Background: an optimization exercise with open tools, aiming at small area, a short achievable clock period and few clock cycles per item. Do not read the settings as production practice. In this exercise RTL edits were held to simulation tests only and were not proved equivalent to the original.

==> wip/violet: inputs <==
Design convex_polygon_sat_overlap_core, start of the top module:
module convex_polygon_sat_overlap_core #(
  parameter int MAX_VERTICES = csat_pkg::MAX_VERTICES_DEF,
  parameter int COORD_BITS   = csat_pkg::COORD_BITS_DEF
) (
  input  logic                            clk_i,
  input  logic                            rst_ni,
  input  logic                            in_valid_i,
  output logic                            in_ready_o,
  input  logic [csat_pkg::CMD_W-1:0]      in_command_i,
  input  logic [csat_pkg::FIELD_W-1:0]    in_vertex_x_i,
  input  logic [csat_pkg::FIELD_W-1:0]    in_vertex_y_i,
  output logic                            out_valid_o,
  input  logic                            out_ready_i,
  output logic                            out_overlap_o,
  output logic [csat_pkg::STATUS_W-1:0]   out_status_o
);
  localparam logic signed [33:0] POS_MAX = {1'b0, {33{1'b1}}};
  localparam logic signed [33:0] NEG_MIN = {1'b1, {33{1'b0}}};
  function automatic logic [3:0] inc_mod(input logic [3:0] x, input logic [4:0] n);
    if (({1'b0, x} + 5'd1) == n) inc_mod = 4'd0;
    else inc_mod = x + 4'd1;
  endfunction
  function automatic logic [3:0] dec_mod(input logic [3:0] x, input logic [4:0] n);
    if (x == 4'd0) dec_mod = 4'(n - 5'd1);
    else dec_mod = x - 4'd1;
  endfunction
  logic        rdy_q;
  logic        rq_v_q;
  logic [1:0]  rq_cmd_q;
  logic [31:0] rq_xy_q;
  logic        acc;
  assign acc = in_valid_i && rdy_q;
  always_ff @(posedge clk_i) begin
    rq_cmd_q <= in_command_i;
    rq_xy_q  <= {in_vertex_y_i, in_vertex_x_i};
  end
  logic        run_q;                       
  logic [4:0]  cnt_a_q, cnt_b_q;
  logic [4:0]  m_q;                         
  logic        ovf_q;
  logic        out_valid_q, overlap_q;
  logic [1:0]  status_q;
  logic        res_v_q, res_ovl_q;
  logic [1:0]  res_st_q;
  logic        rq_add_a, rq_add_b, rq_test;
  logic        we_a, we_b;
  logic        test_empty, test_start, go;
  logic        fin_sep, fin_ovl, fin, fin_q, clr;
  logic        res_ovl;
  logic [1:0]  res_st;
  logic [4:0]  cnt_a_d, cnt_b_d;
  assign rq_add_a   = rq_v_q && (rq_cmd_q == csat_pkg::CMD_ADD_A);
  assign rq_add_b   = rq_v_q && (rq_cmd_q == csat_pkg::CMD_ADD_B);
  assign rq_test    = rq_v_q && (rq_cmd_q == csat_pkg::CMD_TEST);
  assign we_a       = rq_add_a && !cnt_a_q[4];
  ...
make LEC_CHECK=0 CAP_MARGIN=20 CORE_MARGIN=2 CORE_UTILIZATION=40 SETUP_SLACK_MARGIN=4 SLEW_MARGIN=20 finish   # period 10.0 ns
run.sh (not shown) runs the stock make flow with config.mk's settings and CLKGATE_MAP_FILE= SYNTH_SCRIPT=/design/flow/synth_recipe.tcl, a recipe that flattens the netlist after the stock synthesis.
==> inputs of wip/umber, as changes to wip/violet <==
--- a/flow/design.v
+++ b/flow/design.v
@@ -2361,17 +2361,16 @@
     end
   end
   logic [1:0]  c_act_q, c_gen_q, c_own_q, c_more_q, c_ph_q;
   logic [31:0] c_base_q [2];
   logic [16:0] c_nx_q [2], c_ny_q [2];
   logic [3:0]  c_curo_q [2], c_alto_q [2], c_curt_q [2], c_altt_q [2];
   logic [4:0]  c_k_q [2];
   logic signed [33:0] c_olo_q [2], c_ohi_q [2], c_tlo_q [2], c_thi_q [2];
-  logic [1:0]  c_lt1_q, c_lt2_q;           
   logic        c_old_q;                     
   logic [3:0]  wit_a_q, wit_b_q;            
   logic        p1_v_q, p1_c_q, p1_g_q, p1_last_q;
   logic [3:0]  p1_b_q;
   logic [16:0] p1_nx_q, p1_ny_q;
   logic [16:0] p1_ox_q, p1_oy_q, p1_tx_q, p1_ty_q;
   logic        p2_v_q, p2_c_q, p2_g_q, p2_last_q;
   logic [3:0]  p2_b_q;
@@ -2427,32 +2426,29 @@
     .sum_o (s1_os), .carry_o (s1_oc)
   );
   csat_proj u_proj_oth (
     .nx_i (p1_nx_q), .ny_i (p1_ny_q), .rx_i (p1_tx_q), .ry_i (p1_ty_q),
     .sum_o (s1_ts), .carry_o (s1_tc)
   );
   logic        s2_ok, s2_c;
   logic signed [33:0] s2_olo, s2_ohi, s2_tlo, s2_thi, po, pt;
-  logic        s2_abort, s2_lt1, s2_lt2;
+  logic        s2_abort;
   assign s2_c   = p2_c_q;
   assign s2_ok  = p2_v_q && c_act_q[s2_c] && (c_gen_q[s2_c] == p2_g_q);
   assign po     = p2_os_q + p2_oc_q;
   assign pt     = p2_ts_q + p2_tc_q;
   assign s2_olo = c_olo_q[s2_c];
   assign s2_ohi = c_ohi_q[s2_c];
   assign s2_tlo = c_tlo_q[s2_c];
   assign s2_thi = c_thi_q[s2_c];
-  assign s2_lt1   = c_lt1_q[s2_c] || (s2_olo < pt) || (po < s2_thi) || (po < pt);
-  assign s2_lt2   = c_lt2_q[s2_c] || (s2_tlo < po) || (pt < s2_ohi) || (pt < po);
-  assign s2_abort = s2_lt1 && s2_lt2;
+  assign s2_abort = ((s2_olo < s2_thi) || (s2_olo < pt) || (po < s2_thi) || (po < pt)) &&
+                    ((s2_tlo < s2_ohi) || (s2_tlo < po) || (pt < s2_ohi) || (pt < po));
   assign fin_sep = run_q && s2_ok && !s2_abort && p2_last_q;
-  assign fin_ovl = run_q && !g_av_a && !g_av_b && !g1_v_q && !ax_v_q &&
-                   ((c_act_q == 2'b00) ||
-                    (s2_ok && s2_abort && (c_act_q == (s2_c ? 2'b10 : 2'b01))));
+  assign fin_ovl = run_q && !g_av_a && !g_av_b && !g1_v_q && !ax_v_q && (c_act_q == 2'b00);
   assign fin     = (fin_sep || fin_ovl) && !fin_q;
   assign clr     = fin_q || test_empty;
   assign res_ovl = fin_ovl && !test_empty;
   assign res_st  = test_empty ? csat_pkg::ST_EMPTY : (ovf_q ? csat_pkg::ST_DROP : csat_pkg::ST_OK);
   always_ff @(posedge clk_i or negedge rst_ni) begin
     if (!rst_ni) begin
       rdy_q       <= 1'b0;
       rq_v_q      <= 1'b0;
@@ -2554,21 +2550,17 @@
         c_own_q[c]  <= ax_own_q;
         c_base_q[c] <= ax_base_q;
         c_nx_q[c]   <= ax_nx_q;
         c_ny_q[c]   <= ax_ny_q;
         c_olo_q[c]  <= '0;
         c_ohi_q[c]  <= '0;
         c_tlo_q[c]  <= POS_MAX;
         c_thi_q[c]  <= NEG_MIN;
-        c_lt1_q[c]  <= 1'b0;
-        c_lt2_q[c]  <= 1'b0;
       end else if (s2_ok && (s2_c == c)) begin
-        c_lt1_q[c]  <= s2_lt1;
-        c_lt2_q[c]  <= s2_lt2;
         if (po < s2_olo) c_olo_q[c] <= po;
         if (po > s2_ohi) c_ohi_q[c] <= po;
         if (pt < s2_tlo) c_tlo_q[c] <= pt;
         if (pt > s2_thi) c_thi_q[c] <= pt;
       end
     end
     p1_c_q    <= iss_c;
     p1_g_q    <= iss_new ? !c_gen_q[iss_c] : c_gen_q[iss_c];
Settings changed: SETUP_SLACK_MARGIN 4 to 5.
==> reports/metrics.yaml <==
logic_synthesis:
  synth_most_common_cell: "nand2_1"
  synth-simple-area-share_pct: 13.4
  syn_nets: 13800
  synth_compound_area_share_pct: 12.6
  synth_cell_types: 105
critical_path:
  cpMostUsedCell: "o31a_1"
  cp_max_fo: 5
  cp.required_ns: 10.79
detailed_routing:
  routed-via-count: 107000
layout:
  fillers: 28000
  buffers: 1024
timing:
  worst_slew_pin_slew_ns: 1.21
outcome:
  outcome: "no timing/DRC/antenna violations"
die:
  die_height_um: 567
That was wip/umber.
==> reports/metrics.yaml <==
outcome:
  outcome: "no timing/DRC/antenna violations"
critical_path:
  cp_max_fo: 8
  cpMostUsedCell: "a21oi_2"
layout:
  fillers: 28100
  buffers: 699
logic_synthesis:
  synth_most_common_cell: "mux2i_1"
  synth_cell_types: 98
  yosys.area.top_type: "edfxtp_1"
  synth-simple-area-share_pct: 7.71
timing:
  worst_slew_pin_slew_ns: 1.24
die:
  die_height_um: 565
clock_tree:
  ctsResizeCount: 342
detailed_routing:
  routed-via-count: 96600
That was wip/violet.
Testbench counts of wip/violet, summed over its fixed seeds: cycles 19,100, tests 320.
Testbench counts of wip/umber, summed over its fixed seeds: cycles 19,267, tests 320.


==> 10-08: inputs <==
Another version of the RTL of convex_polygon_sat_overlap_core (not shown whole).
==> flow/config.mk <==
export PLATFORM = sky130hd
export DESIGN_NAME = convex_polygon_sat_overlap_core
export DESIGN_NICKNAME = convex_polygon_sat_overlap_core
export VERILOG_FILES = /design/flow/design.v
export SDC_FILE = /design/flow/constraint.sdc
export NUM_CORES = 4
export LEC_CHECK = 0
export CAP_MARGIN = 20
export CORE_MARGIN = 2
export CORE_UTILIZATION = 40
export SETUP_SLACK_MARGIN = 4
export SLEW_MARGIN = 20
==> flow/constraint.sdc <==
create_clock -name core_clock -period 10.0 [get_ports {clk_i}]
set_input_delay 2.0000 -clock core_clock [delete_from_list [all_inputs] [get_ports {clk_i}]]
set_output_delay 2.0000 -clock core_clock [all_outputs]
set_load 0.01 [all_outputs]
==> 03-19 (differences from 10-08) <==
--- a/flow/design.v
+++ b/flow/design.v
@@ -2548,15 +2548,15 @@
       end
       if (test_start) begin
         c_rst_q[c]  <= 1'b1;
         c_more_q[c] <= 1'b1;
       end
       if (iss && (iss_c == c)) begin
         c_rst_q[c]  <= 1'b0;
-        c_more_q[c] <= (s_k + 5'd1 != m_q);
+        c_more_q[c] <= (s_k + 5'd1 != m_q) || !(run_q || rq_test);
       end
       if (iss_new && (iss_c == c)) begin
         c_own_q[c]  <= ax_own_q;
         c_base_q[c] <= ax_base_q;
         c_nx_q[c]   <= ax_nx_q;
         c_ny_q[c]   <= ax_ny_q;
         c_alo_q[c]  <= ax_own_q ? POS_MAX : '0;
Settings changed: ABC_AREA set to 1, CORE_UTILIZATION 40 to 45, PLACE_DENSITY set to 0.5, TNS_END_PERCENT set to 10.
==> run notes <==
* GPL Wtd Cong at 0.982
* Levels on crit path at 12
* Outcome: no timing/DRC/antenna violations
* Crit path launch: p1_nx_q[3]
* Core area at approximately 280000 µm²
* GR Util met1 at between 40 and 50%
* Comb_multi_in at 8900
* Layout cell share with drive strength beyond 1 at 9.83%
(the above is from 03-19)
==> run notes <==
* Met3 Use GR at 6.32%
* Dpl hpwl at 270000 µm
* Crit path launch: p2_ac_q[0]
* GR Util met1 at 34.3%
* GPL Wtd Cong at 0.923
* Comb_multi_in at 6922
* Outcome: no timing/DRC/antenna violations
* Core area at just over 300000 µm²
* Levels on crit path at 30
(the above is from 10-08)
Testbench counts of 10-08, summed over its fixed seeds: cycles 18,133, tests 320.
Testbench counts of 03-19, summed over its fixed seeds: cycles 18,017, tests 320.

port drivers added, routing unchanged:
Ports are ideal in the flow. The routed layouts listed here were re-timed in OpenROAD. Step 1: set_driving_cell puts a clkbuf_16 on clk_i and a buf_2 on each other input, an assumption about the parent block. Step 2, shift: input delay + t, output delay - t, t = (earliest + latest rising clock arrival at the registers) / 2. This alone moves slack from input paths to output paths. Three values: ideal, step 1, step 2; two values: the first two.
| run | shift t [ns] | setup slack, ns | worst data-port slew with drivers (ns) |
|---|---|---|---|
| wip/violet | 0.983 | 3.722 / 3.722 / 3.722 | 0.10 |
| wip/umber | 1.001 | 3.673 / 3.673 / 3.673 | 0.16 |
| 10-08 | 0.975 | 3.383 / 3.383 / 3.383 | 0.07 |
| 03-19 | 1.001 | 3.679 / 3.679 / 3.679 | 0.10 |
After both steps setup and hold are still met in every run listed.
